Source: an optimization exercise on an open RTL-to-GDS flow (aim: small area). Production flows keep margins and buffers that such runs may drop. In this exercise RTL edits were held to simulation tests only and were not proved equivalent to the original. Power is estimated from default activity; no workload was simulated.

===== flow/design.v =====
`default_nettype none
package gpioPkg;
  typedef logic [32-1:0] pinVec_t;
  typedef logic [32-1:0] apbData_t;
  typedef logic [8-1:0] apbAddr_t;
  typedef struct packed
  {
    logic sel;
    logic enable;
    logic write;
    apbAddr_t addr;
    apbData_t wdata;
  } apbReq_t;
endpackage
`default_nettype wire
`timescale 1ns/10ps
`default_nettype none
module gpioApbControl
(
  input  logic             PCLK,
  input  gpioPkg::apbReq_t apb,
  output logic             wrEn,
  output logic             selCfg,
  output logic             selIrq,
  output logic             selIn,
  output logic             selOut
);
  logic setupSeen;
  logic hiBase;
  always_ff @(posedge PCLK)
    setupSeen <= apb.sel & ~apb.enable;
  assign wrEn = apb.sel & apb.enable & apb.write & setupSeen;
  assign hiBase = apb.addr[7] & ~apb.addr[6] & (apb.addr[3:0] == 4'h0);
  assign selCfg = ~apb.addr[7];
  assign selIrq = hiBase & (apb.addr[5:4] == 2'b00);
  assign selIn  = hiBase & (apb.addr[5:4] == 2'b01);
  assign selOut = hiBase & (apb.addr[5:4] == 2'b10);
endmodule
`default_nettype wire
`timescale 1ns/10ps
`default_nettype none
module gpioRegFile
(
  input  logic                      PCLK,
  input  logic                      arstN,
  input  logic                      wrEn,
  input  logic                      selCfg,
  input  logic                      selOut,
  input  logic [4:0]                idx,
  input  gpioPkg::apbData_t         wdata,
  output logic [32-1:0]   cfgWr,
  output logic [8*32-1:0] cfg,
  output gpioPkg::pinVec_t          outReg,
  output logic                      outValid,
  output gpioPkg::pinVec_t          gpioOut,
  output gpioPkg::pinVec_t          gpioOe
);
  logic [7:0] cfgWdata;
  assign cfgWdata = {wdata[7], wdata[6] ^ wdata[7], wdata[5:0]};
  for (genvar i = 0; i < 32; i++)
  begin : genCfg
    assign cfgWr[i] = wrEn & selCfg & (idx == 5'(i));
    always_ff @(posedge PCLK or negedge arstN)
    begin
      if (!arstN)
        cfg[8*i +: 8] <= '0;
      else if (cfgWr[i])
        cfg[8*i +: 8] <= cfgWdata;
    end
  end
  always_ff @(posedge PCLK)
  begin
    if (wrEn & selOut)
      outReg <= wdata[32-1:0];
  end
  always_ff @(posedge PCLK or negedge arstN)
  begin
    if (!arstN)
      outValid <= 1'b0;
    else if (wrEn & selOut)
      outValid <= 1'b1;
  end
  for (genvar i = 0; i < 32; i++)
  begin : genPin
    assign gpioOut[i] = outReg[i] & outValid & cfg[8*i];
    assign gpioOe[i] = cfg[8*i] & cfg[8*i+2];
  end
endmodule
`default_nettype wire
`timescale 1ns/10ps
`default_nettype none
module gpioInputSync
(
  input  logic             PCLK,
  input  logic             arstN,
  input  gpioPkg::pinVec_t gpioIn,
  output gpioPkg::pinVec_t syncIn,
  output gpioPkg::pinVec_t prevIn
);
  gpioPkg::pinVec_t metaIn;
  always_ff @(posedge PCLK or negedge arstN)
  begin
    if (!arstN)
      metaIn <= '0;
    else
      metaIn <= gpioIn;
  end
  always_ff @(posedge PCLK)
  begin
    syncIn <= metaIn;
    prevIn <= syncIn;
  end
endmodule
`default_nettype wire
`timescale 1ns/10ps
`default_nettype none
module gpioIrqDetect
(
  input  logic                      PCLK,
  input  logic [8*32-1:0] cfg,
  input  gpioPkg::pinVec_t          syncIn,
  input  gpioPkg::pinVec_t          prevIn,
  input  logic [32-1:0]   cfgWr,
  input  logic                      cfgSame,
  input  logic                      irqClr,
  input  gpioPkg::apbData_t         wdata,
  output gpioPkg::pinVec_t          intVec,
  output logic                      intOr
);
  for (genvar i = 0; i < 32; i++)
  begin : genPin
    logic en, d, a, e;
    logic v;
    logic hit;
    logic lvl;
    logic kill;
    logic flag;
    assign en = cfg[8*i+3];
    assign d  = cfg[8*i+5];
    assign a  = cfg[8*i+6];
    assign e  = cfg[8*i+7];
    assign v = d ^ (syncIn[i] | e);
    assign hit = a & v & (syncIn[i] ^ prevIn[i]);
    assign lvl = ~a & ~e & v;
    assign kill = cfgWr[i] & ~cfgSame;
    always_ff @(posedge PCLK)
      flag <= ~kill & (hit | (flag & ~(irqClr & wdata[i])));
    assign intVec[i] = en & (flag | lvl);
  end
  assign intOr = |intVec;
endmodule
`default_nettype wire
`timescale 1ns/10ps
`default_nettype none
module gpioReadMux
(
  input  logic                      selCfg,
  input  logic                      selIrq,
  input  logic                      selIn,
  input  logic                      selOut,
  input  logic [4:0]                idx,
  input  logic [8*32-1:0] cfg,
  input  gpioPkg::pinVec_t          intVec,
  input  gpioPkg::pinVec_t          syncIn,
  input  gpioPkg::pinVec_t          outReg,
  output logic [7:0]                cfgSel,
  output gpioPkg::apbData_t         rdata
);
  logic [7:0] cfgByte;
  always_comb
  begin
    cfgSel = '0;
    for (int i = 0; i < 32; i++)
      if (idx == 5'(i))
        cfgSel = cfg[8*i +: 8];
  end
  assign cfgByte = {cfgSel[7], cfgSel[6] ^ cfgSel[7], cfgSel[5:0]};
  for (genvar i = 0; i < 32; i++)
  begin : genBit
    logic fromCfg;
    if (i < 8)
      assign fromCfg = selCfg & cfgByte[i];
    else
      assign fromCfg = 1'b0;
    assign rdata[i] = fromCfg
                    | (selIrq & intVec[i])
                    | (selIn & syncIn[i] & cfg[8*i+1])
                    | (selOut & outReg[i]);
  end
endmodule
`default_nettype wire
`timescale 1ns/10ps
`default_nettype none
module gpioCore
(
  input  logic              PCLK,
  input  logic              arstN,
  input  gpioPkg::apbReq_t  apb,
  input  gpioPkg::pinVec_t  gpioIn,
  output gpioPkg::apbData_t rdata,
  output gpioPkg::pinVec_t  gpioOut,
  output gpioPkg::pinVec_t  gpioOe,
  output gpioPkg::pinVec_t  intVec,
  output logic              intOr
);
  logic                      wrEn;
  logic                      selCfg, selIrq, selIn, selOut;
  logic [32-1:0]   cfgWr;
  logic [8*32-1:0] cfg;
  logic [7:0]                cfgSel;
  logic                      cfgSame;
  gpioPkg::pinVec_t          outReg;
  logic                      outValid;
  gpioPkg::pinVec_t          syncIn;
  gpioPkg::pinVec_t          prevIn;
  gpioApbControl ctrl0
  (
    .PCLK   (PCLK),
    .apb    (apb),
    .wrEn   (wrEn),
    .selCfg (selCfg),
    .selIrq (selIrq),
    .selIn  (selIn),
    .selOut (selOut)
  );
  gpioRegFile regFile0
  (
    .PCLK     (PCLK),
    .arstN    (arstN),
    .wrEn     (wrEn),
    .selCfg   (selCfg),
    .selOut   (selOut),
    .idx      (apb.addr[6:2]),
    .wdata    (apb.wdata),
    .cfgWr    (cfgWr),
    .cfg      (cfg),
    .outReg   (outReg),
    .outValid (outValid),
    .gpioOut  (gpioOut),
    .gpioOe   (gpioOe)
  );
  gpioInputSync inSync0
  (
    .PCLK   (PCLK),
    .arstN  (arstN),
    .gpioIn (gpioIn),
    .syncIn (syncIn),
    .prevIn (prevIn)
  );
  assign cfgSame = (cfgSel[3] == apb.wdata[3]) && (cfgSel[5] == apb.wdata[5]) &&
                   (cfgSel[6] == (apb.wdata[6] ^ apb.wdata[7])) && (cfgSel[7] == apb.wdata[7]);
  gpioIrqDetect irq0
  (
    .PCLK    (PCLK),
    .cfg     (cfg),
    .syncIn  (syncIn),
    .prevIn  (prevIn),
    .cfgWr   (cfgWr),
    .cfgSame (cfgSame),
    .irqClr  (wrEn & selIrq),
    .wdata   (apb.wdata),
    .intVec  (intVec),
    .intOr   (intOr)
  );
  gpioReadMux readMux0
  (
    .selCfg (selCfg),
    .selIrq (selIrq),
    .selIn  (selIn),
    .selOut (selOut & outValid),
    .idx    (apb.addr[6:2]),
    .cfg    (cfg),
    .intVec (intVec),
    .syncIn (syncIn),
    .outReg (outReg),
    .cfgSel (cfgSel),
    .rdata  (rdata)
  );
endmodule
`default_nettype wire
`timescale 1ns/10ps
`default_nettype none
module gpioTop
(
  input  logic                        PCLK,
  input  logic                        arstN,
  input  logic                        psel,
  input  logic                        penable,
  input  logic                        pwrite,
  input  logic [8-1:0] paddr,
  input  logic [32-1:0]  pwdata,
  input  logic [32-1:0]     gpioIn,
  output logic [32-1:0]  prdata,
  output logic [32-1:0]     gpioOut,
  output logic [32-1:0]     gpioOe,
  output logic [32-1:0]     intVec,
  output logic                        intOr
);
  gpioPkg::apbReq_t apb;
  always_comb
  begin
    apb.sel = psel;
    apb.enable = penable;
    apb.write = pwrite;
    apb.addr = paddr;
    apb.wdata = pwdata;
  end
  gpioCore core0
  (
    .PCLK    (PCLK),
    .arstN   (arstN),
    .apb     (apb),
    .gpioIn  (gpioIn),
    .rdata   (prdata),
    .gpioOut (gpioOut),
    .gpioOe  (gpioOe),
    .intVec  (intVec),
    .intOr   (intOr)
  );
endmodule
`default_nettype wire

===== flow/run.sh =====
#!/bin/bash
# synth_recipe.tcl (not shown) runs the flow's synth.tcl, then flattens the netlist and writes it again
# the make line also repeats each setting of config.mk as NAME=value (left out here)
make -C /OpenROAD-flow-scripts/flow DESIGN_CONFIG=/design/flow/config.mk WORK_HOME=/design/flow/orfs CLKGATE_MAP_FILE= SYNTH_SCRIPT=/design/flow/synth_recipe.tcl finish

===== flow/config.mk =====
export PLATFORM = sky130hd
export DESIGN_NAME = gpioTop
export DESIGN_NICKNAME = gpioTop
export VERILOG_FILES = /design/flow/design.v
export SDC_FILE = /design/flow/constraint.sdc
export NUM_CORES = 4
export LEC_CHECK = 0
export ABC_AREA = 1
export CAP_MARGIN = 20
export CORE_MARGIN = 2
export CORE_UTILIZATION = 40
export SLEW_MARGIN = 20

===== flow/constraint.sdc =====
create_clock -name core_clock -period 10.0 [get_ports {PCLK}]
set_input_delay 2.0000 -clock core_clock [delete_from_list [all_inputs] [get_ports {PCLK}]]
set_output_delay 2.0000 -clock core_clock [all_outputs]
set_load 0.01 [all_outputs]

==> impl_metrics.yaml, run 1 <==
sta:
  timing.slew.headroom_pct: 24.5
  fin_skew_ns: 0.0328
  tns_ns: 0
  grt_setup_unrepaired: "no"
  clock.fmax_mhz: 115
  worst_pin_slew_ns: 1.12
  period_needed_ns: 8.70
  slew_violations: 0
  hold_viol: 0
  setup_viol: 0
  setup_slack_ns: 1.30
  finalCritPeriodShare_pct: 87.0
critical_path:
  rr_startpoint: "core0.regFile0.cfg[11]"
  worst_setup_path_start_kind: "input port"
  crit_family: "simple AND/OR/NAND/NOR gates"
  worstSetupPathType: "input port to primary output"
  cp_slowest_cell: "clkdlybuf4s50_1"
  cp-startpoint: "paddr[6]"
  setup.worst_path.end_class: "primary output"
  r2r_end: "core0.irq0.genPin[31].flag"
  r2r.worst_path.cells: 30
  critPathArrivalTime_ns: 6.70
  required_ns: 8.00
  crit_buf_inv: 4
  path_common_cell: "nand2_1"
  slowest_delay_ns: 0.92
  path_max_fanout: 28
  rrSetupSlack_ns: 5.78
worst_hold_path:
  worstHoldPathCells: 0
  worst_hold_startpoint: "core0.inSync0.metaIn[7]"
  min_path_type: "flip-flop to flip-flop"
  holdPathEnd: "core0.inSync0.syncIn[7]"
cts:
  clock_path_buffers: 3
  cts_resized: 0
  clk_latency_ns: 0.60
  cts_tree: "done"
  path_clk_slew_ns: 0.06
  cts_buffers: 47
  htreeDepth: 2
  cts_root_buf: "clkbuf_16"
  clkSinkCount: 418
  cts_setup_buffers: 0
  hold_buffers: 0
logic_synthesis:
  synthTopCellsByCount: "nand2_1, inv_1, o21ai_0, dfrtp_1, nor2_1"
  synth_ff_type: "dfrtp_1"
  netlist_area_um2: 19400
  synth_top_area_share_pct: 37.3
  ys_types: 46
  synth_area_leaders: "dfrtp_1, nand2_1, dfxtp_1"
  yosysTopAreaCell: "dfrtp_1"
  netlist_instances: 2346
  syn_nets: 2423
  synth.most_common_cell: "nand2_1"
  yosysSeqAreaShare_pct: 52.3
  yosysWarnings: 6
  syn_area_per_cell_um2: 8.26
  yosys_register_bits: 418
  synth_edf_count: 32
  synthArstFlopShare_pct: 69.1
grt:
  grt_pass1_wl_mm: 104
  grt_max_degree: 108
  antenna_found_initial: 4
  grt_pass1_vias: 16500
  gr-total-overflow: 0
  gr-usage-all-layers_pct: 28.0
floorplan:
  core_um2: 47700
  initial_core_util_pct: 40.6
  die-area_um2: 50200
  ios: 206
  die_h_um: 224
  die_w_um: 224
  rows: 80
detailed_routing:
  ant_nets: 0
  drc_errors: 0
  route.detailed.wl_per_inst_um: 22.0
  vias: 16900
  routed_wl_mm: 70.5
  drt_iter0_drc: 1488
  vias_per_cell: 5.28
  dr.pass1.iters: 6
finish:
  fillers: 4611
  final_nets: 2625
  layout-drive-gt1-share_pct: 7.65
  synthToLayoutAreaGrowth_pct: 21.8
power_and_ir_drop:
  ir_drop_v: 0.000107
  pwr-share-clk_pct: 43.0
  intPower_mw: 2.95
  p_sw_mw: 1.06
  leakagePower_nw: 10.6
  pwr-share-seq_pct: 45.3
  swShare_pct: 26.5
  power_density_nw_per_um2: 170
  power_frac_comb_pct: 11.7
place:
  port_buffers: 205
  place_congestion: 0.921
  place_hpwl_mm: 49.0
  pre_cts_ws_ns: 1.42
status:
  status: "no timing/DRC/antenna violations"
flow_run:
  drv_cap: 0
==> state kept, by name, indices dropped and copies added, names as in the netlist <==
name / cells
core0.ctrl0.setupSeen: 1
core0.inSync0.metaIn: 32
core0.inSync0.prevIn: 32
core0.inSync0.syncIn: 32
core0.irq0.genPin.flag: 32
core0.regFile0.cfg: 256
core0.regFile0.outReg: 32
core0.regFile0.outValid: 1
==> worst max-delay path by stage <==
| stage | end | slack (ns) | cells past startpoint |
|---|---|---|---|
| after floorplan | prdata[1] | 3.75 | 30 |
| after global placement | prdata[0] | 1.44 | 30 |
| after detailed placement | prdata[6] | 1.42 | 30 |
| after CTS | prdata[6] | 1.40 | 30 |
| after global routing | prdata[6] | 0.87 | 31 |
| final | prdata[6] | 1.30 | 30 |
==> stage by stage <==
step | area, µm² | power [mW] | utilization [%] | cells | hold WS, ns
finish | 23600 | 4.02 | 49.4 | 3204 | 0.327
detailed placement | 22000 | 2.32 | 46.2 | 3112 | 0.327
floorplan | 19400 | 2.08 | - | 2346 | 0.324
global route | 23600 | 4.15 | 49.4 | 3202 | 0.340
CTS | 23600 | 4.04 | 49.4 | 3200 | 0.331
global placement | 22000 | 2.31 | 46.2 | 3112 | 0.325
==> layer usage <==
layer / global-route usage (%) / part of all wire, % / routed length, µm / up-vias
li1: - / - / - / 7952
met1: 38.3 / 43 / 30300 / 8172
met2: 44.5 / 46 / 32100 / 680
met3: 5.94 / 8.4 / 5950 / 112
met4: 8.99 / 3.0 / 2120 / 2
met5: 0 / 0.018 / 13 / -
==> cell usage in the layout, fill, tap and decap left out, drive strengths merged, types with 3 or more instances in the layout <==
cell type and n:
or2 22, a21boi 3, nand3 99, o211ai 20, a21o 8, o221ai 9, xnor2 10, inv 321
clkbuf 76, clkdlybuf4s50 201, edfxtp 32, buf 32, nor4 8, nor3 23, a21oi 98, dfrtp 289
nand4 17, dfxtp 97, o21ai 294, o2111ai 6, a32oi 32, clkinv 15, nand3b 4, nand2 664
xor2 55, nor2 142
==> layout make-up <==
type | count | area (µm²) | area share, %
Tap cell | 615 | 769 | 3.26
Timing Repair Buffer | 234 | 2260 | 9.57
Antenna cell | 2 | 5.00 | 0.0212
Inverter | 325 | 1220 | 5.17
Multi-Input combinational cell | 1522 | 7680 | 32.5
Clock buffer | 75 | 1420 | 6.03
Clock inverter | 13 | 111 | 0.472
Sequential cell | 418 | 10100 | 42.9
==> logic make-up after synthesis <==
group	after synthesis	synth area share (%)
AND/OR/NAND/NOR	979	21.0
AO/OA/AOI/OAI	478	15.5
buffers and inverters	406	8.23
XOR/XNOR	65	2.94
flip-flops	418	52.3
==> power by group through the flow <==
stage	registers (mW)	clock network [mW]	logic, mW
after floorplan	1.84	0	0.241
after global placement	1.85	0	0.459
after detailed placement	1.85	0	0.464
after CTS	1.82	1.75	0.467
after global routing	1.83	1.82	0.505
final	1.82	1.73	0.468
==> inputs of run 2 (changes only) <==
--- a/flow/config.mk
+++ b/flow/config.mk
@@ -8,5 +8,8 @@
 export ABC_AREA = 1
 export CAP_MARGIN = 20
 export CORE_MARGIN = 2
-export CORE_UTILIZATION = 40
+export CORE_UTILIZATION = 65
+export CTS_BUF_LIST = sky130_fd_sc_hd__clkbuf_8
+export CTS_CLUSTER_DIAMETER = 80
+export CTS_CLUSTER_SIZE = 15
 export SLEW_MARGIN = 20
==> run 2 against run 1 <==
  * Total power fell by 22%
  * Final area decreased by 5.6%
  * Final cell count decreased by 8.2%
  * Largest cell class unchanged
  * Highest routed layer unchanged
==> impl_metrics.yaml, run 2 <==
sta:
  tns_ns: 0
  clock.fmax_mhz: 115
  grt_setup_unrepaired: "no"
  setup_viol: 0
  timing.slew.headroom_pct: 19.0
  hold_ws_ns: 0.349
  finalCritPeriodShare_pct: 87.2
  slew_violations: 0
  fin_skew_ns: 0.0228
  hold_viol: 0
  period_needed_ns: 8.72
  setup_slack_ns: 1.28
  worst_pin_slew_ns: 1.21
finish:
  regMostFlops: "core0.regFile0.cfg"
  seq_area_um2: 10100
  synthToLayoutAreaGrowth_pct: 15.0
  layout-drive-gt1-share_pct: 5.85
  final_nets: 2602
  fillers: 2192
  final_common_cell: "nand2_1"
  largest_reg_flops: 256
  multi_input_area_um2: 7670
  layout_common_cells: "nand2_1, inv_1, o21ai_0"
detailed_routing:
  drc_errors: 0
  vias_per_cell: 5.95
  routed_wl_mm: 64.3
  dr.pass1.iters: 6
  vias: 17500
  ant_nets: 0
  drt_iter0_drc: 2328
  route.detailed.wl_per_inst_um: 21.9
grt:
  grt_max_degree: 163
  use_met2_pct: 63.4
  gr-usage-met1_pct: 57.8
  grt_pass1_wl_mm: 96.8
  antenna_found_initial: 1
  grt_pass1_vias: 16800
  gr-usage-all-layers_pct: 41.3
  grt.met3_usage_pct: 7.73
  gr-total-overflow: 0
  grt_most_used_layer: "met2"
critical_path:
  slowest_delay_ns: 0.56
  r2r.worst_path.cells: 30
  worst_setup_path_start_kind: "input port"
  cp_slowest_cell: "clkdlybuf4s50_1"
  rrSetupSlack_ns: 5.83
  critPathArrivalTime_ns: 6.72
  crit_path_end: "prdata[0]"
  rr_startpoint: "core0.regFile0.cfg[11]"
  worstSetupPathType: "input port to primary output"
  required_ns: 8.00
  r2r_end: "core0.irq0.genPin[31].flag"
  path_max_fanout: 15
  setup.worst_path.end_class: "primary output"
  cp-startpoint: "paddr[5]"
  path_common_cell: "nand2_1"
cts:
  cts_resized: 0
  clkSinkCount: 418
  cts_tree: "done"
  cts_buffers: 31
  clock_path_buffers: 3
  hold_buffers: 0
  clk_latency_ns: 0.66
  cts_setup_buffers: 0
  cts_root_buf: "clkbuf_8"
  htreeDepth: 1
  path_clk_slew_ns: 0.09
logic_synthesis:
  netlist_area_um2: 19400
  syn_nets: 2423
  synthArstFlopShare_pct: 69.1
  synth.most_common_cell: "nand2_1"
  synth_area_leaders: "dfrtp_1, nand2_1, dfxtp_1"
  synthTopCellsByCount: "nand2_1, inv_1, o21ai_0, dfrtp_1, nor2_1"
  synth_ff_type: "dfrtp_1"
  netlist_instances: 2346
  synth_edf_count: 32
  ys_types: 46
  yosysSeqAreaShare_pct: 52.3
  syn_area_per_cell_um2: 8.26
  yosysTopAreaCell: "dfrtp_1"
  yosysWarnings: 6
  yosys_register_bits: 418
  synth_top_area_share_pct: 37.3
floorplan:
  core_um2: 29500
  initial_core_util_pct: 65.7
  die_h_um: 177
  die-area_um2: 31200
  die_w_um: 177
  ios: 206
  rows: 63
power_and_ir_drop:
  leakagePower_nw: 10.2
  power_density_nw_per_um2: 141
  ir_drop_v: 0.000149
flow_run:
  drv_cap: 0
worst_hold_path:
  min_path_type: "flip-flop to flip-flop"
place:
  pre_cts_ws_ns: 1.46
  place_congestion: 0.985
  port_buffers: 205
  place_hpwl_mm: 43.9
status:
  status: "no timing/DRC/antenna violations"
-- run 2: worst max-delay path: cells and delay by family --
| kind | cells | cell delay, ns |
|---|---|---|
| AO/OA/AOI/OAI | 3 | 0.47 |
| buffers and inverters | 3 | 1.22 |
| AND/OR/NAND/NOR | 25 | 3.02 |
-- run 2: where the power goes --
group	leakage [nW]	total [mW]	switching (mW)	internal, mW
logic	5.31	0.468	0.292	0.176
registers	4.52	1.82	0.0470	1.77
clock network	0.363	0.852	0.555	0.297
-- run 2: routing by layer --
layer	routed length [µm]	vias up
li1	-	7887
met1	25000	8269
met2	28400	1112
met3	7540	215
met4	3290	2
met5	13	-
-- run 2: kinds of logic (layout without fill, tap and decap cells) --
| kind of cell | after synthesis | count (layout) | share of synthesized area [%] |
|---|---|---|---|
| AND/OR/NAND/NOR | 979 | 979 | 21.0 |
| AO/OA/AOI/OAI | 478 | 478 | 15.5 |
| flip-flops | 418 | 418 | 52.3 |
| buffers and inverters | 406 | 609 | 8.23 |
| XOR/XNOR | 65 | 65 | 2.94 |
| other | 0 | 1 | 0 |
-- run 2: through the flow --
stage          area (µm²)  util (%)  total power [mW]  cells
2_1_floorplan       19400         -              2.08   2346
3_3_place_gp        21700      73.7              2.29   2881
3_5_place_dp        21700      73.7              2.31   2881
4_1_cts             22300      75.5              3.12   2938
5_1_grt             22300      75.6              3.23   2940
6_report            22300      75.6              3.14   2940
-- run 2: final cells by class --
| type | instances | share of cell area (%) |
|---|---|---|
| diodes | 1 | 0.0112 |
| clock buffers | 32 | 1.98 |
| clock inverters | 25 | 0.421 |
| inverters | 325 | 5.48 |
| multi-input cells | 1522 | 34.4 |
| flip-flops and latches | 418 | 45.5 |
| well taps | 390 | 2.19 |
| repair buffers | 227 | 10.0 |
-- run 2: worst min-delay path by stage --
stage                                  start                       end  slack, ns  depth (start not counted)
floorplan            core0.inSync0.metaIn[0]   core0.inSync0.syncIn[0]       0.32                          0
global route         core0.inSync0.metaIn[5]   core0.inSync0.syncIn[5]       0.35                          0
global placement    core0.inSync0.metaIn[17]  core0.inSync0.syncIn[17]       0.32                          0
detailed placement  core0.inSync0.metaIn[28]  core0.inSync0.syncIn[28]       0.33                          0
finish              core0.inSync0.metaIn[28]  core0.inSync0.syncIn[28]       0.35                          0
CTS                  core0.inSync0.metaIn[4]   core0.inSync0.syncIn[4]       0.35                          0
==> inputs of run 3 (changes only) <==
==> flow/flow/run.sh (new file) <==
#!/bin/bash
# Own layout flow: the standard synthesis, then its logic between the registers
# replaced by a hand-mapped netlist of the same function (flow/gen_netlist.py),
# then the standard flow from floorplan to finish, with the smallest buffer
# on the ports. Each tool's output goes to a log file of its own here.
set -euo pipefail
R=orfs/results/${FLOW_PLATFORM}/gpioTop/base

bash standard.sh synth > synth_standard.log 2>&1

cp "$R/1_2_yosys.v" standard_1_2_yosys.v
if python3 flow/gen_netlist.py standard_1_2_yosys.v hand_1_2_yosys.v > gen_netlist.log 2>&1; then
  cp hand_1_2_yosys.v "$R/1_2_yosys.v"
  touch "$R/1_2_yosys.v"
  rm -f "$R/1_synth.odb" "$R/1_synth.sdc"
else
  echo "gen_netlist failed; keeping the standard netlist" >> gen_netlist.log
fi

BUFFER_PORTS_ARGS="-buffer_cell sky130_fd_sc_hd__buf_1" bash standard.sh finish > flow_standard.log 2>&1
==> flow/flow/gen_netlist.py (new file) <==
#!/usr/bin/env python3
"""Write a hand-mapped gate netlist of gpioTop.

usage: gen_netlist.py STANDARD_NETLIST OUT_NETLIST

STANDARD_NETLIST is the standard synthesis of the version's RTL (1_2_yosys.v).
The registers are taken from it unchanged: the same instance names and cell
types, each with its own clock and reset. Only the logic between them is
replaced, with the same function as the RTL, mapped by hand onto sky130hd
cells. Exits non-zero, writing nothing, if the registers are not the ones
this mapping expects.
"""

import re
import sys

N = 32
P = "sky130_fd_sc_hd__"


def parse_regs(text):
    """{instance name: (cell type, {pin: net})} for every flip-flop."""
    regs = {}
    pat = re.compile(r"\b(" + P + r"(?:dfrtp|dfxtp|edfxtp)_\d)\s+(\\\S+|\w+)\s*\((.*?)\);", re.S)
    for m in pat.finditer(text):
        pins = dict((p, v.strip()) for p, v in re.findall(r"\.(\w+)\(([^()]*)\)", m.group(3)))
        regs[m.group(2)] = (m.group(1), pins)
    return regs


class Net:
    def __init__(self):
        self.lines = []
        self.wires = []
        self.count = 0

    def wire(self, name=None):
        if name is None:
            self.count += 1
            name = "n%d" % self.count
        self.wires.append(name)
        return name

    def cell(self, typ, out_pin, **pins):
        y = self.wire()
        self.inst(typ, **pins, **{out_pin: y})
        return y

    def inst(self, typ, name=None, **pins):
        self.count += 1
        if name is None:
            name = "g%d" % self.count
        conns = ", ".join(".%s(%s)" % (p, v) for p, v in pins.items())
        self.lines.append("  %s%s %s (%s);" % (P, typ, name, conns))

    # Gates by function
    def inv(self, a): return self.cell("inv_1", "Y", A=a)
    def nand2(self, a, b): return self.cell("nand2_1", "Y", A=a, B=b)
    def nand3(self, a, b, c): return self.cell("nand3_1", "Y", A=a, B=b, C=c)
    def nand4(self, a, b, c, d): return self.cell("nand4_1", "Y", A=a, B=b, C=c, D=d)
    def nor2(self, a, b): return self.cell("nor2_1", "Y", A=a, B=b)
    def nor3(self, a, b, c): return self.cell("nor3_1", "Y", A=a, B=b, C=c)
    def nor4(self, a, b, c, d): return self.cell("nor4_1", "Y", A=a, B=b, C=c, D=d)
    def nor2b(self, a, bn): return self.cell("nor2b_1", "Y", A=a, B_N=bn)        # ~a & bn
    def nor3b(self, a, b, cn): return self.cell("nor3b_1", "Y", A=a, B=b, C_N=cn)  # ~a & ~b & cn
    def nand3b(self, an, b, c): return self.cell("nand3b_1", "Y", A_N=an, B=b, C=c)  # an | ~b | ~c
    def and2(self, a, b): return self.cell("and2_1", "X", A=a, B=b)
    def and3(self, a, b, c): return self.cell("and3_1", "X", A=a, B=b, C=c)
    def and4(self, a, b, c, d): return self.cell("and4_1", "X", A=a, B=b, C=c, D=d)
    def or2(self, a, b): return self.cell("or2_1", "X", A=a, B=b)
    def or3(self, a, b, c): return self.cell("or3_1", "X", A=a, B=b, C=c)
    def xor2(self, a, b): return self.cell("xor2_1", "X", A=a, B=b)
    def xnor2(self, a, b): return self.cell("xnor2_1", "Y", A=a, B=b)
    def o21ai(self, a1, a2, b1): return self.cell("o21ai_0", "Y", A1=a1, A2=a2, B1=b1)  # ~((a1|a2)&b1)
    def o21a(self, a1, a2, b1): return self.cell("o21a_1", "X", A1=a1, A2=a2, B1=b1)    # (a1|a2)&b1
    def a21boi(self, a1, a2, b1n): return self.cell("a21boi_0", "Y", A1=a1, A2=a2, B1_N=b1n)  # ~(a1&a2 | ~b1n)
    def a22oi(self, a1, a2, b1, b2): return self.cell("a22oi_1", "Y", A1=a1, A2=a2, B1=b1, B2=b2)
    def a222oi(self, a1, a2, b1, b2, c1, c2):
        return self.cell("a222oi_1", "Y", A1=a1, A2=a2, B1=b1, B2=b2, C1=c1, C2=c2)
    def a32oi(self, a1, a2, a3, b1, b2):
        return self.cell("a32oi_1", "Y", A1=a1, A2=a2, A3=a3, B1=b1, B2=b2)

    def nand_all(self, ins):
        """~&ins, positive output for a list of inverted terms: returns OR of the terms."""
        groups = [ins[i:i + 4] for i in range(0, len(ins), 4)]
        outs = []
        for g in groups:
            if len(g) == 4:
                outs.append(self.nand4(*g))
            elif len(g) == 3:
                outs.append(self.nand3(*g))
            elif len(g) == 2:
                outs.append(self.nand2(*g))
            else:
                outs.append(self.inv(g[0]))
        return outs


def main():
    src, dst = sys.argv[1], sys.argv[2]
    text = open(src).read()
    regs = parse_regs(text)

    def find(pattern, typ):
        names = [k for k in regs if re.fullmatch(pattern, k)]
        if len(names) != 1:
            raise SystemExit("register %s: found %d" % (pattern, len(names)))
        name = names[0]
        if regs[name][0] != P + typ:
            raise SystemExit("register %s is %s, expected %s" % (name, regs[name][0], typ))
        return name

    esc = re.escape
    r_cfg = [find(esc("\\core0.regFile0.cfg[%d]" % k) + r"\$_\w+", "dfrtp_1") for k in range(8 * N)]
    r_out = [find(esc("\\core0.regFile0.outReg[%d]" % i) + r"\$_\w+", "edfxtp_1") for i in range(N)]
    r_ov = find(esc("\\core0.regFile0.outValid") + r"\$_\w+", "dfrtp_1")
    r_meta = [find(esc("\\core0.inSync0.metaIn[%d]" % i) + r"\$_\w+", "dfrtp_1") for i in range(N)]
    r_sync = [find(esc("\\core0.inSync0.syncIn[%d]" % i) + r"\$_\w+", "dfxtp_1") for i in range(N)]
    r_prev = [find(esc("\\core0.inSync0.prevIn[%d]" % i) + r"\$_\w+", "dfxtp_1") for i in range(N)]
    r_flag = [find(esc("\\core0.irq0.genPin[%d].flag" % i) + r"\$_\w+", "dfxtp_1") for i in range(N)]
    r_setup = find(esc("\\core0.ctrl0.setupSeen") + r"\$_\w+", "dfxtp_1")
    expected = 8 * N + 5 * N + 2
    if len(regs) != expected:
        raise SystemExit("found %d registers, expected %d" % (len(regs), expected))

    n = Net()

    # Register outputs
    cfg = [n.wire("q_cfg_%d" % k) for k in range(8 * N)]
    outq = [n.wire("q_out_%d" % i) for i in range(N)]
    ov = n.wire("q_ov")
    meta = [n.wire("q_meta_%d" % i) for i in range(N)]
    S = [n.wire("q_sync_%d" % i) for i in range(N)]
    Pv = [n.wire("q_prev_%d" % i) for i in range(N)]
    F = [n.wire("q_flag_%d" % i) for i in range(N)]
    ss = n.wire("q_setup")

    a = ["paddr[%d]" % k for k in range(8)]
    wd = ["pwdata[%d]" % k for k in range(32)]

    # Bus control
    d_setup = n.nor2b("penable", "psel")                  # psel & ~penable
    wrEnN = n.nand4("psel", "penable", "pwrite", ss)

    an = {k: n.inv(a[k]) for k in range(8)}

    # Pin decode: A from paddr[3:2] (with paddr[7]=0), B from paddr[6:4]
    rAn = []
    wA = []
    for j in range(4):
        l3 = a[3] if j & 2 else an[3]
        l2 = a[2] if j & 1 else an[2]
        x = n.nand3(an[7], l3, l2)
        rAn.append(x)
        wA.append(n.nor2(x, wrEnN))                       # write to cfg, paddr[3:2]==j
    Bn = []
    B = []
    for g in range(8):
        l = [a[6] if g & 4 else an[6], a[5] if g & 2 else an[5], a[4] if g & 1 else an[4]]
        Bn.append(n.nand3(*l))
        B.append(n.nor3(*[an[6] if g & 4 else a[6], an[5] if g & 2 else a[5], an[4] if g & 1 else a[4]]))

    rs = []
    wen = []
    for i in range(N):
        j, g = i % 4, i // 4
        rs.append(n.nor2(rAn[j], Bn[g]))
        wen.append(n.nand2(wA[j], B[g]))

    # 0x80 / 0x90 / 0xA0: 1 0 a5 a4 0 0 0 0
    lo0 = n.nor4(a[3], a[2], a[1], a[0])
    hb = n.and3(a[7], an[6], lo0)
    selIrq = n.nor3b(a[5], a[4], hb)                      # hb & ~a5 & ~a4
    selIn = n.and3(hb, an[5], a[4])
    selOut = n.and3(hb, a[5], an[4])
    selOutV = n.and2(selOut, ov)
    wrEn = n.inv(wrEnN)
    irqClr = n.and2(wrEn, selIrq)
    weOut = n.and2(wrEn, selOut)
    d_ov = n.or2(ov, weOut)

    # Write data of a configuration byte, stored re-encoded: bit 6 = wd6 ^ wd7
    cwdn = [n.inv(wd[k]) for k in range(8)]
    cwdn[6] = n.xnor2(wd[6], wd[7])
    enc6 = n.xor2(wd[6], wd[7])

    # Stored byte of the addressed pin: per bit an AND-OR of 32 one-hot terms
    colp = []  # positive partial ORs per bit
    for b in range(8):
        terms = []
        for t in range(0, N, 3):
            idx = list(range(t, min(t + 3, N)))
            if len(idx) == 3:
                terms.append(n.a222oi(rs[idx[0]], cfg[8 * idx[0] + b], rs[idx[1]], cfg[8 * idx[1] + b],
                                      rs[idx[2]], cfg[8 * idx[2] + b]))
            else:
                terms.append(n.a22oi(rs[idx[0]], cfg[8 * idx[0] + b], rs[idx[1]], cfg[8 * idx[1] + b]))
        colp.append(n.nand_all(terms))
    cs = {}
    csN = {}
    for b in range(8):
        p = colp[b]
        assert len(p) == 3
        if b in (3, 5, 6, 7):
            cs[b] = n.or3(*p)
        else:
            csN[b] = n.nor3(*p)

    # The written byte keeps intEn and intType of the pin
    same = n.nor4(n.xor2(cs[3], wd[3]), n.xor2(cs[5], wd[5]), n.xor2(cs[6], enc6), n.xor2(cs[7], wd[7]))

    ivs = []
    lines_out = []
    for i in range(N):
        c = cfg[8 * i: 8 * i + 8]
        outEn, inEn, bufEn, en, d, aa, e = c[0], c[1], c[2], c[3], c[5], c[6], c[7]

        # Configuration byte, written when wen is low
        for b in range(8):
            k = 8 * i + b
            hold = n.nand2(wen[i], cfg[k])
            dk = n.o21ai(wen[i], cwdn[b], hold)
            regs[r_cfg[k]][1]["D"] = dk

        # Interrupt
        x = n.xor2(S[i], Pv[i])
        nse = n.nor2(S[i], e)
        v = n.xnor2(d, nse)                              # d ^ (S | e)
        hitN = n.nand3(aa, v, x)
        lvl = n.nor3b(aa, e, v)                          # ~a & ~e & v
        clrn = n.nand2(irqClr, wd[i])
        y = n.a21boi(F[i], clrn, hitN)                   # ~(F & clrn | hit)
        kill = n.nor2(wen[i], same)
        regs[r_flag[i]][1]["D"] = n.nor2(y, kill)
        iv = n.o21a(F[i], lvl, en)
        ivs.append(iv)
        lines_out.append("  assign intVec[%d] = %s;" % (i, iv))

        # Pins
        lines_out.append("  assign gpioOut[%d] = %s;" % (i, n.and3(outq[i], ov, outEn)))
        lines_out.append("  assign gpioOe[%d] = %s;" % (i, n.and2(outEn, bufEn)))

        # Read data
        n1 = n.a32oi(selIn, S[i], inEn, selOutV, outq[i])
        n2 = n.nand2(selIrq, iv)
        if i >= 8:
            r = n.nand2(n1, n2)
        elif i == 6:
            r = n.nand3(n.xnor2(cs[6], cs[7]), n1, n2)
        elif i in cs:
            r = n.nand3b(cs[i], n1, n2)
        else:
            r = n.nand3(csN[i], n1, n2)
        lines_out.append("  assign prdata[%d] = %s;" % (i, r))

        # Synchroniser
        regs[r_meta[i]][1]["D"] = "gpioIn[%d]" % i
        regs[r_sync[i]][1]["D"] = meta[i]
        regs[r_prev[i]][1]["D"] = S[i]
        regs[r_out[i]][1]["D"] = wd[i]
        regs[r_out[i]][1]["DE"] = weOut

    # intOr
    l1 = [n.nor4(*ivs[k:k + 4]) for k in range(0, N, 4)]
    l2 = [n.nand4(*l1[k:k + 4]) for k in range(0, 8, 4)]
    lines_out.append("  assign intOr = %s;" % n.or2(*l2))

    regs[r_ov][1]["D"] = d_ov
    regs[r_setup][1]["D"] = d_setup

    # Register outputs onto our nets
    qmap = {}
    for k in range(8 * N):
        qmap[r_cfg[k]] = cfg[k]
    for i in range(N):
        qmap[r_out[i]] = outq[i]
        qmap[r_meta[i]] = meta[i]
        qmap[r_sync[i]] = S[i]
        qmap[r_prev[i]] = Pv[i]
        qmap[r_flag[i]] = F[i]
    qmap[r_ov] = ov
    qmap[r_setup] = ss

    reg_lines = []
    for name, (typ, pins) in regs.items():
        pins = dict(pins)
        pins["Q"] = qmap[name]
        pins["CLK"] = "PCLK"
        if "RESET_B" in pins:
            pins["RESET_B"] = "arstN"
        conns = ", ".join(".%s(%s)" % (p, v) for p, v in sorted(pins.items()))
        reg_lines.append("  %s %s  (%s);" % (typ, name, conns))

    out = []
    out.append("module gpioTop(PCLK, arstN, psel, penable, pwrite, paddr, pwdata, gpioIn, prdata, gpioOut, gpioOe, intVec, intOr);")
    out.append("  input PCLK;\n  input arstN;\n  input psel;\n  input penable;\n  input pwrite;")
    out.append("  input [7:0] paddr;\n  input [31:0] pwdata;\n  input [31:0] gpioIn;")
    out.append("  output [31:0] prdata;\n  output [31:0] gpioOut;\n  output [31:0] gpioOe;\n  output [31:0] intVec;\n  output intOr;")
    # Output ports are driven straight by their gates: no assign statements
    ren = {}
    for l in lines_out:
        m = re.fullmatch(r"  assign (\w+\[\d+\]|\w+) = (\w+);", l)
        ren[m.group(2)] = m.group(1)
    def sub(line):
        return re.sub(r"\((n\d+)\)", lambda m: "(%s)" % ren.get(m.group(1), m.group(1)), line)
    for w in n.wires:
        if w not in ren:
            out.append("  wire %s;" % w)
    out.extend(sub(l) for l in reg_lines)
    out.extend(sub(l) for l in n.lines)
    out.append("endmodule")
    open(dst, "w").write("\n".join(out) + "\n")


if __name__ == "__main__":
    main()
==> flow/standard.sh (new file) <==
#!/bin/bash
# synth_recipe.tcl (not shown) runs the flow's synth.tcl, then flattens the netlist and writes it again
# the make line also repeats each setting of config.mk as NAME=value (left out here)
make -C /OpenROAD-flow-scripts/flow DESIGN_CONFIG=/design/flow/config.mk WORK_HOME=/design/flow/orfs CLKGATE_MAP_FILE= SYNTH_SCRIPT=/design/flow/synth_recipe.tcl "${@:-finish}"
--- a/flow/config.mk
+++ b/flow/config.mk
@@ -9,7 +9,7 @@
 export CAP_MARGIN = 20
 export CORE_MARGIN = 2
 export CORE_UTILIZATION = 65
-export CTS_BUF_LIST = sky130_fd_sc_hd__clkbuf_8
-export CTS_CLUSTER_DIAMETER = 80
-export CTS_CLUSTER_SIZE = 15
+export CTS_BUF_LIST = sky130_fd_sc_hd__clkbuf_16
+export CTS_CLUSTER_DIAMETER = 100
+export CTS_CLUSTER_SIZE = 24
 export SLEW_MARGIN = 20
removed: flow/run.sh
==> run 3 against run 2 <==
  * Critical path depth decreased by 21
  * Clock skew down 0.0039 ns
  * Die area decreased by 13%
  * Global-route usage decreased by 1.6 points
  * Sequential power is 2% lower
  * Non-clock buffer count fell by 5
  * Setup slack gained 1.8 ns
  * Synthesized area shrank 13%
  * Sequential share of layout area up 8.2 points
  * Final area decreased by 15%
  * Total power down 8.9%
  * Flip-flop and latch count stayed put
  * Largest power group unchanged
==> impl_metrics.yaml, run 3 <==
finish:
  synthToLayoutAreaGrowth_pct: 11.8
  layout-drive-gt1-share_pct: 2.29
  fin_cells: 2258
  final_util_pct: 73.3
  largest_reg_flops: 256
  final_nets: 1984
  regMostFlops: "core0.regFile0.cfg"
  layout_common_cells: "nand2_1, dfrtp_1, o21ai_0"
  final_common_cell: "nand2_1"
  seq_area_um2: 10100
  fillers: 1903
  multi_input_area_um2: 6750
logic_synthesis:
  yosysWarnings: 6
  syn_nets: 1739
  netlist_instances: 1662
  syn_area_per_cell_um2: 10.2
  netlist_area_um2: 16900
grt:
  grt_max_degree: 173
  grt_pass1_vias: 13600
  gr-usage-all-layers_pct: 39.7
  gr-total-overflow: 0
  antenna_found_initial: 3
  grt_pass1_wl_mm: 80.7
place:
  place_hpwl_mm: 37.3
  place_congestion: 0.951
  pre_cts_ws_ns: 3.23
  place_inst: 2219
  port_buffers: 205
sta:
  setup_viol: 0
  finalCritPeriodShare_pct: 69.0
  grt_setup_unrepaired: "no"
  period_needed_ns: 6.90
  setup_slack_ns: 3.10
  clock.fmax_mhz: 145
  timing.slew.headroom_pct: 25.0
  fin_skew_ns: 0.0189
  tns_ns: 0
  worst_pin_slew_ns: 1.12
  hold_viol: 0
  slew_violations: 0
power_and_ir_drop:
  pwr-share-clk_pct: 32.5
  ir_drop_v: 0.000174
  fin_total_pwr_mw: 2.86
  intPower_mw: 2.18
  pwr-share-seq_pct: 62.1
  swShare_pct: 23.9
  power_frac_comb_pct: 5.4
  power_density_nw_per_um2: 151
  p_sw_uw: 683
  leakagePower_nw: 7.97
cts:
  cts_tree: "done"
  cts_buffers: 21
  htreeDepth: 1
  clk_latency_ns: 0.54
  clock_path_buffers: 3
  cts_resized: 0
  cts_root_buf: "clkbuf_16"
  clkSinkCount: 418
  hold_buffers: 0
  cts_setup_buffers: 0
  path_clk_slew_ns: 0.08
floorplan:
  rows: 59
  die-area_um2: 27300
  initial_core_util_pct: 65.6
  ios: 206
  core_um2: 25800
  die_h_um: 165
  die_w_um: 165
worst_hold_path:
  min_path_type: "flip-flop to flip-flop"
detailed_routing:
  vias: 14900
  dr.pass1.iters: 11
  vias_per_cell: 6.60
  drc_errors: 0
  drt_iter0_drc: 2887
  route.detailed.wl_per_inst_um: 24.2
  routed_wl_mm: 54.6
  ant_nets: 0
critical_path:
  critPathArrivalTime_ns: 4.90
  path_max_fanout: 11
  setup.worst_path.end_class: "primary output"
  worstSetupPathType: "input port to primary output"
  required_ns: 8.00
  worst_setup_path_start_kind: "input port"
status:
  status: "no timing/DRC/antenna violations"
flow_run:
  drv_cap: 0
run 3: cell types whose count changed in the layout (fill, tap and decap cells not counted), sizes merged, moves of 29 or more:
cell	change
clkdlybuf4s50	-202
inv	-315
nor3b	+33
and2	+35
nand2	-288
a222oi	+80
buf	+196
a21boi	+29
nand3	-42
o21ai	-38
and3	+35
a21oi	-98
o21a	+32
run 3: area by class of cell:
cell class / count / area share [%]
clock buffers: 21 / 2.78
well taps: 335 / 2.22
inverters: 14 / 0.278
flip-flops and latches: 418 / 53.7
diodes: 3 / 0.0397
clock inverters: 15 / 0.364
multi-input cells: 1230 / 35.7
repair buffers: 222 / 4.94
run 3: power by group through the flow:
| stage | Sequential (mW) | Clock [mW] | Combinational, mW |
|---|---|---|---|
| floorplan | 1.80 | 0 | 0.0679 |
| global placement | 1.81 | 0 | 0.144 |
| detailed placement | 1.81 | 0 | 0.152 |
| CTS | 1.77 | 0.930 | 0.153 |
| global route | 1.78 | 0.988 | 0.169 |
| finish | 1.78 | 0.928 | 0.155 |
run 3: through the flow:
step	hold WS [ns]	area, µm²
floorplan	0.324	16900
global placement	0.324	18300
finish	0.345	18900
CTS	0.345	18900
global route	0.354	18900
detailed placement	0.327	18300
run 3: worst max-delay path, cell delays in order:
cell      delay, ns
buf_1          0.39
inv_1          0.27
nand3_1        0.28
nor2_1         0.18
a222oi_1       0.61
nand4_1        0.29
or3_1          0.48
xnor2_1        0.19
nand3_1        0.09
buf_1          0.13
run 3: worst paths after layout:
| kind | start | end | slack, ns | cells past startpoint |
|---|---|---|---|---|
| min in group asynchronous | arstN | core0.regFile0.cfg[40] | 1.50 | 1 |
| worst max register to register | core0.regFile0.cfg[147] | core0.irq0.genPin[18].flag | 7.04 | 8 |
| worst max-delay path | paddr[5] | prdata[6] | 3.10 | 10 |
| max in group asynchronous | arstN | core0.regFile0.cfg[249] | 7.10 | 2 |
| worst min register to register | core0.inSync0.metaIn[25] | core0.inSync0.syncIn[25] | 0.35 | 0 |
| worst min-delay path | core0.inSync0.metaIn[25] | core0.inSync0.syncIn[25] | 0.35 | 0 |
run 3: metal layers:
metal	wire [µm]	vias up	global-route usage [%]
met1	21500	7204	57.5
met4	1730	0	13.0
met2	25100	1030	61.8
met3	6310	139	6.42
met5	0	-	0
li1	-	6527	-
==> inputs of run 4 (changes only) <==
--- a/flow/config.mk
+++ b/flow/config.mk
@@ -9,7 +9,7 @@
 export CAP_MARGIN = 20
 export CORE_MARGIN = 2
 export CORE_UTILIZATION = 65
-export CTS_BUF_LIST = sky130_fd_sc_hd__clkbuf_16
-export CTS_CLUSTER_DIAMETER = 100
-export CTS_CLUSTER_SIZE = 24
+export CTS_BUF_LIST = sky130_fd_sc_hd__clkbuf_8
+export CTS_CLUSTER_DIAMETER = 80
+export CTS_CLUSTER_SIZE = 15
 export SLEW_MARGIN = 20
==> run 4 against run 3 <==
  * Still clean on timing, DRC and antenna
  * Flip-flop and latch count is the same
  * Clock power fell by about 10%
  * Register-to-register slack worse by 0.03 ns
  * Global-route usage decreased by 0.099 points
  * Die area did not move
  * Final area down 0.33%
  * Non-clock buffer count unchanged
  * Combinational power about the same
  * Routed wire length is 0.66% lower
==> impl_metrics.yaml, run 4 <==
status:
  status: "no timing/DRC/antenna violations"
finish:
  largest_reg_flops: 256
  regMostFlops: "core0.regFile0.cfg"
  layout_common_cells: "nand2_1, dfrtp_1, o21ai_0"
  fillers: 1916
  synthToLayoutAreaGrowth_pct: 11.4
  final_common_cell: "nand2_1"
  final_nets: 1994
  layout-drive-gt1-share_pct: 2.78
cts:
  clock_path_buffers: 3
  clkSinkCount: 418
  cts_setup_buffers: 0
  cts_root_buf: "clkbuf_8"
  cts_resized: 0
  cts_buffers: 31
  cts_tree: "done"
  hold_buffers: 0
  clk_latency_ns: 0.63
  htreeDepth: 1
  path_clk_slew_ns: 0.09
detailed_routing:
  dr.pass1.iters: 10
  vias_per_cell: 6.55
  ant_nets: 0
  drt_iter0_drc: 3197
  routed_wl_mm: 54.3
  drc_errors: 0
  route.detailed.wl_per_inst_um: 23.8
  vias: 14900
critical_path:
  setup.worst_path.end_class: "primary output"
  worstSetupPathType: "input port to primary output"
  path_max_fanout: 11
  critPathArrivalTime_ns: 4.86
  r2r.worst_path.cells: 8
  worst_setup_path_start_kind: "input port"
  r2r_end: "core0.irq0.genPin[25].flag"
  required_ns: 8.00
  rr_startpoint: "core0.regFile0.cfg[147]"
  rrSetupSlack_ns: 7.01
sta:
  setup_viol: 0
  grt_setup_unrepaired: "no"
  period_needed_ns: 6.86
  worst_pin_slew_ns: 1.08
  timing.slew.headroom_pct: 27.9
  tns_ns: 0
  hold_ws_ns: 0.349
  clock.fmax_mhz: 146
  fin_skew_ns: 0.0362
  hold_viol: 0
  finalCritPeriodShare_pct: 68.6
  slew_violations: 0
floorplan:
  die_w_um: 165
  die-area_um2: 27300
  rows: 59
  initial_core_util_pct: 65.6
  core_um2: 25800
  die_h_um: 165
  ios: 206
worst_hold_path:
  holdPathEnd: "core0.inSync0.syncIn[19]"
  worstHoldPathCells: 0
  min_path_type: "flip-flop to flip-flop"
  worst_hold_startpoint: "core0.inSync0.metaIn[19]"
logic_synthesis:
  netlist_area_um2: 16900
  syn_area_per_cell_um2: 10.2
  yosysWarnings: 6
  netlist_instances: 1662
  syn_nets: 1739
power_and_ir_drop:
  power_density_nw_per_um2: 147
  fin_total_pwr_mw: 2.76
  leakagePower_nw: 7.99
  ir_drop_v: 0.000136
place:
  port_buffers: 205
  place_congestion: 0.951
  place_hpwl_mm: 37.3
grt:
  grt_pass1_vias: 13700
  gr-usage-all-layers_pct: 39.6
  antenna_found_initial: 3
  grt_max_degree: 173
  gr-total-overflow: 0
  grt_pass1_wl_mm: 80.6
flow_run:
  drv_cap: 0
-- run 4: cell types whose count changed in the layout (fill, tap and decap cells not counted), sizes merged --
cell	before	now
diode	3	2
clkbuf	22	33
inv	29	39
-- run 4: where the power goes --
group / leakage [nW] / switching [mW] / internal, mW
Clock: 0.363 / 0.535 / 0.297
Combinational: 2.58 / 0.110 / 0.0453
Sequential: 5.05 / 0.0347 / 1.74
Total: 7.99 / 0.680 / 2.08
-- run 4: cell type report --
class                      instances  area (µm²)  area share, %
antenna                            2        5.00         0.0266
clock buffer                      32         440           2.34
clock inverter                    25        93.8          0.498
inverter                          14        52.6          0.279
multi-input combinational       1230        6750           35.8
sequential                       418       10100           53.8
tap                              335         419           2.23
timing repair buffer             222         933           4.96
-- run 4: worst max path at each step --
stage,from,to,slack (ns),cells after the start
6_report,paddr[5],prdata[6],3.14,10
5_1_grt,paddr[5],prdata[6],2.98,10
4_1_cts,paddr[5],prdata[6],3.22,10
3_5_place_dp,paddr[5],prdata[6],3.23,10
3_3_place_gp,paddr[5],prdata[6],3.31,10
2_1_floorplan,paddr[3],prdata[3],3.54,5
-- run 4: worst max-delay path, cell delays in order --
cell      delay (ns)
buf_1           0.39
inv_1           0.26
nand3_1         0.26
nor2_1          0.17
a222oi_1        0.60
nand4_1         0.28
or3_1           0.48
xnor2_1         0.19
nand3_1         0.09
buf_1           0.13
-- run 4: metrics by stage --
step	utilization [%]	setup WS, ns	cells	area (µm²)
CTS	73.1	3.22	2276	18800
finish	73.1	3.14	2278	18800
detailed placement	71.0	3.23	2219	18300
floorplan	-	3.54	1662	16900
global route	73.1	2.98	2278	18800
global placement	70.9	3.31	2218	18300
-- run 4: routing by layer --
layer  vias up  global-route usage, %  share of wire [%]
met5         -                      0                  0
met4         0                   13.2                3.4
met2      1098                   60.9                 45
met1      7116                   57.4                 39
li1       6557                      -                  -
met3       145                   7.19                 12
==> inputs of run 5 (changes only) <==
--- a/flow/flow/run.sh
+++ b/flow/flow/run.sh
@@ -17,4 +17,5 @@
   echo "gen_netlist failed; keeping the standard netlist" >> gen_netlist.log
 fi
 
+export CTS_ARGS="-sink_clustering_enable -repair_clock_nets -buf_list sky130_fd_sc_hd__clkbuf_8 -sink_clustering_size 15 -sink_clustering_max_diameter 80 -dont_use_dummy_load"
 BUFFER_PORTS_ARGS="-buffer_cell sky130_fd_sc_hd__buf_1" bash standard.sh finish > flow_standard.log 2>&1
==> run 5 against run 4 <==
  * Utilization is 0.41 points lower
  * Setup slack got worse by 0.036 ns
  * Synthesized cell count is the same
  * Routed wire length is 0.22% lower
  * Maximum frequency fell by 0.52%
  * Via count is 0.58% lower
  * Final area decreased by 0.56%
  * Sequential power about the same
  * Final cell count fell by 1.1%
  * Count of clock-buffer cells in the layout shrank 1
==> impl_metrics.yaml, run 5 <==
status:
  status: "no timing/DRC/antenna violations"
detailed_routing:
  drt_iter0_drc: 3036
  ant_nets: 0
  drc_errors: 0
  routed_wl_mm: 54.1
  route.detailed.wl_per_inst_um: 24.0
  vias: 14800
  dr.pass1.iters: 14
  vias_per_cell: 6.58
finish:
  final_nets: 1994
  regMostFlops: "core0.regFile0.cfg"
  fillers: 1926
  layout-drive-gt1-share_pct: 2.77
  final_common_cell: "nand2_1"
  layout_common_cells: "nand2_1, dfrtp_1, o21ai_0"
  final_util_pct: 72.7
  design_area_um2: 18700
  largest_reg_flops: 256
  synthToLayoutAreaGrowth_pct: 10.8
sta:
  clock.fmax_mhz: 145
  hold_viol: 0
  slew_violations: 0
  period_needed_ns: 6.90
  tns_ns: 0
  fin_skew_ns: 0.0284
  setup_viol: 0
  grt_setup_unrepaired: "no"
  finalCritPeriodShare_pct: 69.0
  hold_ws_ns: 0.349
  worst_pin_slew_ns: 1.13
  timing.slew.headroom_pct: 24.5
power_and_ir_drop:
  ir_drop_v: 0.000154
  power_density_nw_per_um2: 145
  leakagePower_nw: 7.85
place:
  placed_cell_area_um2: 18300
  place_hpwl_mm: 37.3
  place_congestion: 0.951
  port_buffers: 205
logic_synthesis:
  syn_area_per_cell_um2: 10.2
  yosysWarnings: 6
  syn_nets: 1739
  netlist_instances: 1662
  netlist_area_um2: 16900
cts:
  cts_setup_buffers: 0
  cts_root_buf: "clkbuf_8"
  path_clk_slew_ns: 0.09
  clk_latency_ns: 0.62
  clkSinkCount: 418
  cts_buffers: 31
  cts_tree: "done"
  hold_buffers: 0
  clock_path_buffers: 3
  htreeDepth: 1
  cts_resized: 0
grt:
  gr-total-overflow: 0
  grt_pass1_wl_mm: 80.5
  antenna_found_initial: 4
  gr-usage-all-layers_pct: 39.5
  grt_pass1_vias: 13600
  grt_max_degree: 173
critical_path:
  required_ns: 8.00
  path_max_fanout: 11
  worstSetupPathType: "input port to primary output"
  crit_buf_inv: 3
  setup.worst_path.end_class: "primary output"
  slowest_delay_ns: 0.61
  cp_slowest_cell: "a222oi_1"
  crit_family: "simple AND/OR/NAND/NOR gates"
  cp_cell_sequence: "buf_1 > inv_1 > nand3_1 > nor2_1 > a222oi_1 > nand4_1 > or3_1 > xnor2_1 > nand3_1 > buf_1"
  critPathArrivalTime_ns: 4.90
  worst_setup_path_start_kind: "input port"
floorplan:
  die-area_um2: 27300
  initial_core_util_pct: 65.6
  die_h_um: 165
  rows: 59
  core_um2: 25800
  die_w_um: 165
  ios: 206
worst_hold_path:
  min_path_type: "flip-flop to flip-flop"
flow_run:
  drv_cap: 0
-- run 5: cell types whose count changed in the layout (fill, tap and decap cells not counted), sizes merged --
cell | previous run | this run
inv | 39 | 14
clkbuf | 33 | 32
diode | 2 | 3
-- run 5: cell type report --
cell class              instances  area, µm²  share of cell area, %
repair buffers                222        933                   4.99
clock buffers                  31        427                   2.28
flip-flops and latches        418      10100                   54.1
multi-input cells            1230       6750                   36.0
well taps                     335        419                   2.24
inverters                      14       52.6                  0.281
diodes                          3       7.51                 0.0401
-- run 5: report_power, final --
part | switching [mW] | internal [mW]
clock network | 0.508 | 0.276
registers | 0.0345 | 1.74
logic | 0.109 | 0.0453
total | 0.652 | 2.06
-- run 5: worst paths after layout --
kind	startpoint	endpoint	slack, ns	cells past startpoint
max in group asynchronous	arstN	core0.regFile0.cfg[153]	7.15	2
worst min-delay path	core0.inSync0.metaIn[14]	core0.inSync0.syncIn[14]	0.35	0
worst min register to register	core0.inSync0.metaIn[14]	core0.inSync0.syncIn[14]	0.35	0
worst max-delay path	paddr[5]	prdata[6]	3.10	10
worst max register to register	core0.regFile0.cfg[149]	core0.irq0.genPin[18].flag	7.05	8
min in group asynchronous	arstN	core0.regFile0.cfg[39]	1.44	1
-- run 5: through the flow --
step	worst slack, ns	instances	power, mW
2_1_floorplan	3.54	1662	1.86
3_3_place_gp	3.31	2218	1.95
3_5_place_dp	3.23	2219	1.96
4_1_cts	3.21	2250	2.72
5_1_grt	3.00	2253	2.80
6_report	3.10	2253	2.71
-- run 5: layer usage --
metal	track usage, %	vias to the layer above	part of all wire (%)
li1	-	6533	-
met3	8.02	125	12
met5	0	-	0
met4	13.0	0	2.9
met2	60.5	1059	46
met1	57.2	7113	40
==> inputs of run 6 (changes only) <==
--- a/flow/config.mk
+++ b/flow/config.mk
@@ -6,10 +6,10 @@
 export NUM_CORES = 4
 export LEC_CHECK = 0
 export ABC_AREA = 1
-export CAP_MARGIN = 20
+export CAP_MARGIN = 0
 export CORE_MARGIN = 2
-export CORE_UTILIZATION = 65
+export CORE_UTILIZATION = 70
 export CTS_BUF_LIST = sky130_fd_sc_hd__clkbuf_8
 export CTS_CLUSTER_DIAMETER = 80
 export CTS_CLUSTER_SIZE = 15
-export SLEW_MARGIN = 20
+export SLEW_MARGIN = 0
==> run 6 against run 5 <==
  * Sequential share of layout area rose by 0.20 points
  * Sequential power about the same
  * Setup slack better by 0.064 ns
  * Flip-flop and latch count stayed put
  * Critical path depth stayed put
  * Still clean
  * Register-to-register slack better by 0.04 ns
==> impl_metrics.yaml, run 6 <==
critical_path:
  r2r.worst_path.cells: 8
  critPathArrivalTime_ns: 4.84
  setup.worst_path.end_class: "primary output"
  worst_setup_path_start_kind: "input port"
  worstSetupPathType: "input port to primary output"
  cp_cell_sequence: "buf_1 > inv_1 > nand3_1 > nor2_1 > a222oi_1 > nand4_1 > or3_1 > xnor2_1 > nand3_1 > buf_1"
  path_max_fanout: 11
  required_ns: 8.00
  rr_startpoint: "core0.regFile0.cfg[149]"
  cp_slowest_cell: "a222oi_1"
  r2r_end: "core0.irq0.genPin[16].flag"
  crit_buf_inv: 3
  rrSetupSlack_ns: 7.09
  crit_family: "simple AND/OR/NAND/NOR gates"
  slowest_delay_ns: 0.50
logic_synthesis:
  syn_area_per_cell_um2: 10.2
  netlist_instances: 1662
  netlist_area_um2: 16900
  yosysWarnings: 6
  syn_nets: 1739
sta:
  hold_viol: 0
  timing.slew.headroom_pct: 17.7
  clock.fmax_mhz: 146
  period_needed_ns: 6.84
  worst_pin_slew_ns: 1.23
  finalCritPeriodShare_pct: 68.4
  slew_violations: 0
  grt_setup_unrepaired: "no"
  setup_viol: 0
  fin_skew_ns: 0.0464
  tns_ns: 0
power_and_ir_drop:
  leakagePower_nw: 7.84
  intPower_mw: 2.06
  power_frac_comb_pct: 5.5
  ir_drop_v: 0.000155
  p_sw_uw: 649
  swShare_pct: 24.0
  pwr-share-clk_pct: 28.9
  power_density_nw_per_um2: 145
  pwr-share-seq_pct: 65.6
flow_run:
  drv_cap: 0
worst_hold_path:
  holdPathEnd: "core0.inSync0.syncIn[13]"
  min_path_type: "flip-flop to flip-flop"
  worst_hold_startpoint: "core0.inSync0.metaIn[13]"
  worstHoldPathCells: 0
finish:
  n_antenna_cell: 0
  fin_cells: 2233
  largest_reg_flops: 256
  layout-drive-gt1-share_pct: 2.72
  synthToLayoutAreaGrowth_pct: 10.4
  layout_common_cells: "nand2_1, dfrtp_1, o21ai_0"
  seq_area_um2: 10100
  multi_input_area_um2: 6750
  final_nets: 1993
  fillers: 1497
  regMostFlops: "core0.regFile0.cfg"
  final_common_cell: "nand2_1"
  final_util_pct: 79.0
detailed_routing:
  routed_wl_mm: 52.8
  dr.pass1.iters: 14
  drt_iter0_drc: 2297
  route.detailed.wl_per_inst_um: 23.6
  vias_per_cell: 6.73
  ant_nets: 0
  vias: 15000
  drc_errors: 0
status:
  status: "no timing/DRC/antenna violations"
cts:
  cts_resized: 0
  clkSinkCount: 418
  cts_setup_buffers: 0
  cts_buffers: 31
  cts_root_buf: "clkbuf_8"
  clock_path_buffers: 3
  cts_tree: "done"
  hold_buffers: 0
  htreeDepth: 1
  clk_latency_ns: 0.63
  path_clk_slew_ns: 0.09
place:
  port_buffers: 205
  place_inst: 2202
  place_congestion: 0.980
  place_hpwl_mm: 36.2
floorplan:
  die_w_um: 159
  die-area_um2: 25400
  initial_core_util_pct: 71.6
  rows: 56
  ios: 206
  core_um2: 23600
  die_h_um: 159
grt:
  antenna_found_initial: 0
  gr-total-overflow: 0
  grt_pass1_wl_mm: 81.3
  grt_max_degree: 79
  gr-usage-all-layers_pct: 41.3
  grt_pass1_vias: 14400
==> run 6: changes by cell type in the layout (fill, tap and decap cells not counted), sizes merged <==
cell | previous run | this run
diode | 3 | 0
buf | 221 | 220
==> run 6: layout make-up <==
class	instances	share of cell area [%]
clock buffers	31	2.29
inverters	14	0.282
multi-input cells	1230	36.2
flip-flops and latches	418	54.3
well taps	319	2.14
repair buffers	221	4.79
==> run 6: worst max path at each step <==
| stage | from | end | cells after the start |
|---|---|---|---|
| floorplan | paddr[3] | prdata[3] | 5 |
| CTS | paddr[5] | prdata[6] | 10 |
| detailed placement | paddr[5] | prdata[6] | 10 |
| global route | paddr[4] | prdata[6] | 10 |
| global placement | paddr[5] | prdata[6] | 10 |
| finish | paddr[5] | prdata[6] | 10 |
==> run 6: per-stage QoR <==
step	power [mW]	hold slack [ns]	setup WS [ns]	cell area, µm²
finish	2.71	0.350	3.16	18700
global route	2.79	0.349	3.02	18700
CTS	2.71	0.352	3.24	18700
detailed placement	1.95	0.327	3.24	18200
global placement	1.95	0.325	3.44	18200
floorplan	1.86	0.324	3.54	16900
==> run 6: power by group through the flow <==
stage	registers, mW	logic (mW)	clock network, mW
finish	1.78	0.149	0.784
global route	1.78	0.163	0.846
CTS	1.77	0.146	0.786
detailed placement	1.81	0.145	0
global placement	1.81	0.139	0
floorplan	1.80	0.0679	0
==> run 6: metal layers <==
layer	GRT usage (%)	routed length (µm)
met5	0	0
met4	15.6	2120
met3	9.30	6850
met2	62.8	23500
met1	58.8	20300

==> afterwards: timing with drivers on the ports <==
The results above use ideal ports. As a check the final layouts listed here were re-extracted and re-timed, cells and wires unchanged. Step 1, drivers: a clkbuf_16 drives PCLK and a buf_2 each remaining input, both assumed. Step 2 also shifts input and output timing later by t, the mid clock arrival at the registers, as if the neighbouring blocks saw the same clock. Slacks: ideal ports / drivers / drivers and shift; pairs: ideal ports / drivers.
run	t, ns	setup slack, ns	pins driven straight from the clock port
run 1	0.637	1.300 / 1.219 / 1.219	1
run 2	0.697	1.282 / 1.222 / 1.222	1
run 3	0.587	3.096 / 2.984 / 2.984	1
run 4	0.656	3.136 / 3.023 / 3.023	1
run 5	0.653	3.100 / 2.987 / 2.987	1
run 6	0.658	3.164 / 3.093 / 3.093	1
After both steps every run listed still meets setup and hold.
